What follows belongs to an exercise in optimizing a design on an open flow for small area and a short achievable clock period; a production flow would make more cautious choices.
In this exercise RTL edits were held to simulation tests only and were not proved equivalent to the original.
Power is estimated from default activity; no workload was simulated.

## rev 12
Design banked_mem_top, start of the top module:
module banked_mem_top (
  input  logic        clock,
  input  logic        rst,
  input  logic        rd_enable,
  input  logic [7:0]  rd_addr,
  output logic [31:0] rd_data,
  output logic        rd_valid,
  input  logic [3:0]  wr_mask,
  input  logic [7:0]  wr_addr,
  input  logic [31:0] wr_data
);
For scale: ~16000 cells after synthesis, roughly 8400 flip-flops.
==> module word_sel256, before the edit <==
module word_sel256 (
  input  logic [255:0] sel,
  input  logic [255:0] d,
  output logic [1:0]   x
);
  logic [127:0] t;
  for (genvar j = 0; j < 128; j++) begin : g_aoi
    mc_aoi22 u_aoi (
      .a0(sel[2*j]),   .b0(d[2*j]),
      .a1(sel[2*j+1]), .b1(d[2*j+1]),
      .y (t[j])
    );
  end
  logic [31:0] u;
  for (genvar j = 0; j < 32; j++) begin : g_u
    mc_nand4 u_nand (.a(t[4*j]), .b(t[4*j+1]), .c(t[4*j+2]), .d(t[4*j+3]), .y(u[j]));
  end
  logic [7:0] v;
  for (genvar j = 0; j < 8; j++) begin : g_v
    mc_nor4 u_nor (.a(u[4*j]), .b(u[4*j+1]), .c(u[4*j+2]), .d(u[4*j+3]), .y(v[j]));
  end
  mc_nand4 u_x0 (.a(v[0]), .b(v[1]), .c(v[2]), .d(v[3]), .y(x[0]));
  mc_nand4 u_x1 (.a(v[4]), .b(v[5]), .c(v[6]), .d(v[7]), .y(x[1]));
endmodule
==> module banked_mem_top, before the edit <==
module banked_mem_top (
  input  logic        clock,
  input  logic        rst,
  input  logic        rd_enable,
  input  logic [7:0]  rd_addr,
  output logic [31:0] rd_data,
  output logic        rd_valid,
  input  logic [3:0]  wr_mask,
  input  logic [7:0]  wr_addr,
  input  logic [31:0] wr_data
);
  logic [7:0]       wq_addr;
  logic [3:0]       wq_mask;
  logic [31:0]      wq_data;
  logic [15:0]      whi_n;
  logic [3:0][15:0] wlo_n;
  always_ff @(posedge clock) begin
    wq_addr <= wr_addr;
    wq_mask <= wr_mask;
    wq_data <= wr_data;
    for (int k = 0; k < 16; k++) begin
      whi_n[k] <= (wr_addr[7:4] != 4'(k));
      for (int l = 0; l < 4; l++) begin
        wlo_n[l][k] <= !(wr_addr[3:0] == 4'(k) && wr_mask[l]);
      end
    end
  end
  logic [255:0][3:0] we;
  for (genvar w = 0; w < 256; w++) begin : g_we
    for (genvar l = 0; l < 4; l++) begin : g_lane
      mc_nor2 u_we (.a(whi_n[w/16]), .b(wlo_n[l][w%16]), .y(we[w][l]));
    end
  end
  logic [7:0]   ra, ra_n;
  logic [15:0]  rlo_n, rhi_n;
  logic [255:0] rsel;
  assign ra = rd_addr;
  assign ra_n = ~rd_addr;
  for (genvar k = 0; k < 16; k++) begin : g_rfield
    mc_nand4 u_lo (
      .a(k[0] ? ra[0] : ra_n[0]), .b(k[1] ? ra[1] : ra_n[1]),
      .c(k[2] ? ra[2] : ra_n[2]), .d(k[3] ? ra[3] : ra_n[3]), .y(rlo_n[k])
    );
    mc_nand4 u_hi (
      .a(k[0] ? ra[4] : ra_n[4]), .b(k[1] ? ra[5] : ra_n[5]),
      .c(k[2] ? ra[6] : ra_n[6]), .d(k[3] ? ra[7] : ra_n[7]), .y(rhi_n[k])
    );
  end
  for (genvar w = 0; w < 256; w++) begin : g_rdec
    mc_nor2 u_sel (.a(rhi_n[w/16]), .b(rlo_n[w%16]), .y(rsel[w]));
  end
  logic       hit_cur, hit_pend;
  logic [3:0] fwd;
  assign hit_cur = (wr_addr == rd_addr);
  assign hit_pend = (wq_addr == rd_addr);
  for (genvar l = 0; l < 4; l++) begin : g_fwd
    assign fwd[l] = (hit_cur && wr_mask[l]) || (hit_pend && wq_mask[l]);
  end
  for (genvar i = 0; i < 32; i++) begin : g_col
    localparam int LANE = (31 - i) / 8;
    logic [255:0] col;
    logic [1:0]   x;
    logic         fdata;
    logic [1:0]   part_q;
    always_ff @(posedge clock) begin
      for (int w = 0; w < 256; w++) begin
        if (we[w][LANE]) begin
          col[w] <= wq_data[i];
        end
      end
    end
    word_sel256 u_sel (.sel(rsel), .d(col), .x(x));
    assign fdata = (hit_cur && wr_mask[LANE]) ? wr_data[i] : wq_data[i];
    always_ff @(posedge clock) begin
      part_q[0] <= fwd[LANE] ? fdata : x[0];
      part_q[1] <= x[1] && !fwd[LANE];
    end
    assign rd_data[i] = |part_q;
  end
  always_ff @(posedge clock) begin
    if (rst) begin
      rd_valid <= 1'b0;
    end else begin
      rd_valid <= rd_enable;
    end
  end
endmodule
Settings: LEC_CHECK=0, CAP_MARGIN=20, CELL_PAD_IN_SITES_DETAIL_PLACEMENT=1, CELL_PAD_IN_SITES_GLOBAL_PLACEMENT=2, CORE_MARGIN=2, CORE_UTILIZATION=50, CTS_CLUSTER_DIAMETER=100, CTS_CLUSTER_SIZE=22, PLACE_DENSITY=0.6, SETUP_SLACK_MARGIN=2.7, SLEW_MARGIN=20, SYNTH_HIERARCHICAL=1, SYNTH_MINIMUM_KEEP_SIZE=0; clock period 6.0 ns.
run.sh (not shown) runs the stock make flow with config.mk's settings and CLKGATE_MAP_FILE= SYNTH_SCRIPT=/design/flow/synth_recipe.tcl, a recipe that flattens the netlist after the stock synthesis.
Input-level comparison between rev 13 and rev 12:
-- flow/design.v --
<<< rev 12, line 57
  output logic [1:0]   x
);
  logic [127:0] t;
  for (genvar j = 0; j < 128; j++) begin : g_aoi
    mc_aoi22 u_aoi (
      .a0(sel[2*j]),   .b0(d[2*j]),
      .a1(sel[2*j+1]), .b1(d[2*j+1]),
      .y (t[j])
    );
  end
  logic [31:0] u;
  for (genvar j = 0; j < 32; j++) begin : g_u
    mc_nand4 u_nand (.a(t[4*j]), .b(t[4*j+1]), .c(t[4*j+2]), .d(t[4*j+3]), .y(u[j]));
  end
  logic [7:0] v;
  for (genvar j = 0; j < 8; j++) begin : g_v
    mc_nor4 u_nor (.a(u[4*j]), .b(u[4*j+1]), .c(u[4*j+2]), .d(u[4*j+3]), .y(v[j]));
  end
  mc_nand4 u_x0 (.a(v[0]), .b(v[1]), .c(v[2]), .d(v[3]), .y(x[0]));
  mc_nand4 u_x1 (.a(v[4]), .b(v[5]), .c(v[6]), .d(v[7]), .y(x[1]));
endmodule
`default_nettype wire
>>> rev 13, line 57
  output logic [1:0]   x
);
  logic [85:0] t;
  for (genvar j = 0; j < 85; j++) begin : g_aoi
    mc_aoi222 u_aoi (
      .a0(sel[3*j]),   .b0(d[3*j]),
      .a1(sel[3*j+1]), .b1(d[3*j+1]),
      .a2(sel[3*j+2]), .b2(d[3*j+2]),
      .y (t[j])
    );
  end
  mc_nand2 u_t_last (.a(sel[255]), .b(d[255]), .y(t[85]));
  logic [21:0] u;
  for (genvar j = 0; j < 21; j++) begin : g_u
    mc_nand4 u_nand (.a(t[4*j]), .b(t[4*j+1]), .c(t[4*j+2]), .d(t[4*j+3]), .y(u[j]));
  end
  mc_nand2 u_u_last (.a(t[84]), .b(t[85]), .y(u[21]));
  logic [5:0] v;
  for (genvar j = 0; j < 4; j++) begin : g_v
    mc_nor4 u_nor (.a(u[4*j]), .b(u[4*j+1]), .c(u[4*j+2]), .d(u[4*j+3]), .y(v[j]));
  end
  mc_nor3 u_v4 (.a(u[16]), .b(u[17]), .c(u[18]), .y(v[4]));
  mc_nor3 u_v5 (.a(u[19]), .b(u[20]), .c(u[21]), .y(v[5]));
  mc_nand3 u_x0 (.a(v[0]), .b(v[1]), .c(v[2]), .y(x[0]));
  mc_nand3 u_x1 (.a(v[3]), .b(v[4]), .c(v[5]), .y(x[1]));
endmodule
`default_nettype wire
<<< rev 12, line 90
  input  logic [31:0] wr_data
);
  logic [7:0]       wq_addr;
  logic [3:0]       wq_mask;
  logic [31:0]      wq_data;
  logic [15:0]      whi_n;
  logic [3:0][15:0] wlo_n;
  always_ff @(posedge clock) begin
    wq_addr <= wr_addr;
>>> rev 13, line 95
  input  logic [31:0] wr_data
);
  logic [7:0]  wq_addr;
  logic [3:0]  wq_mask;
  logic [31:0] wq_data;
  logic [15:0] wlo, whi;
  always_ff @(posedge clock) begin
    wq_addr <= wr_addr;
<<< rev 12, line 100
    wq_data <= wr_data;
    for (int k = 0; k < 16; k++) begin
      whi_n[k] <= (wr_addr[7:4] != 4'(k));
      for (int l = 0; l < 4; l++) begin
        wlo_n[l][k] <= !(wr_addr[3:0] == 4'(k) && wr_mask[l]);
      end
    end
  end
  logic [255:0][3:0] we;
  for (genvar w = 0; w < 256; w++) begin : g_we
    for (genvar l = 0; l < 4; l++) begin : g_lane
      mc_nor2 u_we (.a(whi_n[w/16]), .b(wlo_n[l][w%16]), .y(we[w][l]));
    end
  end
>>> rev 13, line 104
    wq_data <= wr_data;
    for (int k = 0; k < 16; k++) begin
      wlo[k] <= (wr_addr[3:0] == 4'(k));
      whi[k] <= (wr_addr[7:4] == 4'(k));
    end
  end
  logic [255:0] word_n;
  for (genvar w = 0; w < 256; w++) begin : g_wdec
    mc_nand2 u_sel (.a(whi[w/16]), .b(wlo[w%16]), .y(word_n[w]));
  end
  logic [3:0] lane_n;
  assign lane_n = ~wq_mask;
  logic [255:0][3:0] we;
  for (genvar w = 0; w < 256; w++) begin : g_we
    for (genvar l = 0; l < 4; l++) begin : g_lane
      mc_nor2 u_we (.a(word_n[w]), .b(lane_n[l]), .y(we[w][l]));
    end
  end
==> notes.md <==
Compared with rev 12, fmax in rev 13 decreased by a few percent.
Rev 13 vs. rev 12: overall power of the completed layout -about 0.8%; total of clock buffers placed in the layout went up by about 2.2%; buffers inserted during post-CTS setup optimization moved up; relative contribution of sequential cells to total power up 0.2 points; peak supply drop now larger.
Comparing rev 13 and rev 12, the lower clock share of power is on rev 13.
On worst slack on hold paths, rev 13 tracks rev 12 almost exactly.
Looking at compound-cell area share of the yosys netlist across rev 13 and rev 12, the one that comes out higher is rev 12.
Between rev 12 and rev 13, the flow reports pin count of the biggest net entering global routing increasing by more than 10%.
Rev 12 -> rev 13: fraction of met1 tracks used by global routing flat
On rev 13: clock buffer and inverter area fraction after layout is 0.29 points higher than what rev 12 gave.

-- separate check: timing with driven ports --
In the flow no input, the clock included, has a driving cell. The finished layouts below were timed again as built, in two steps. Step 1 (the two cells are an assumption about what drives the block):
set clk [get_ports {clock}]
set_driving_cell -lib_cell sky130_fd_sc_hd__clkbuf_16 $clk
set_driving_cell -lib_cell sky130_fd_sc_hd__buf_2 [delete_from_list [all_inputs] $clk]
Step 2 also shifts input and output timing later by t, the mid clock arrival at the registers, as if the neighbouring blocks saw the same clock. Three values: no drivers, after step 1, after step 2; two values: the first two.
run	shift t [ns]	slack for setup (ns)	worst setup path after step 2	latest minus earliest clock arrival (ns)
rev 12	1.215	2.318 / 2.143 / 0.929	input to register	0.050 / 0.049
rev 13	1.224	2.190 / 2.138 / 0.914	input to register	0.064 / 0.064
After both steps setup and hold are still met in every run listed. For rev 12, which loses most, drivers alone change the setup slack by -0.175 ns; drivers and shift together by -1.389 ns.
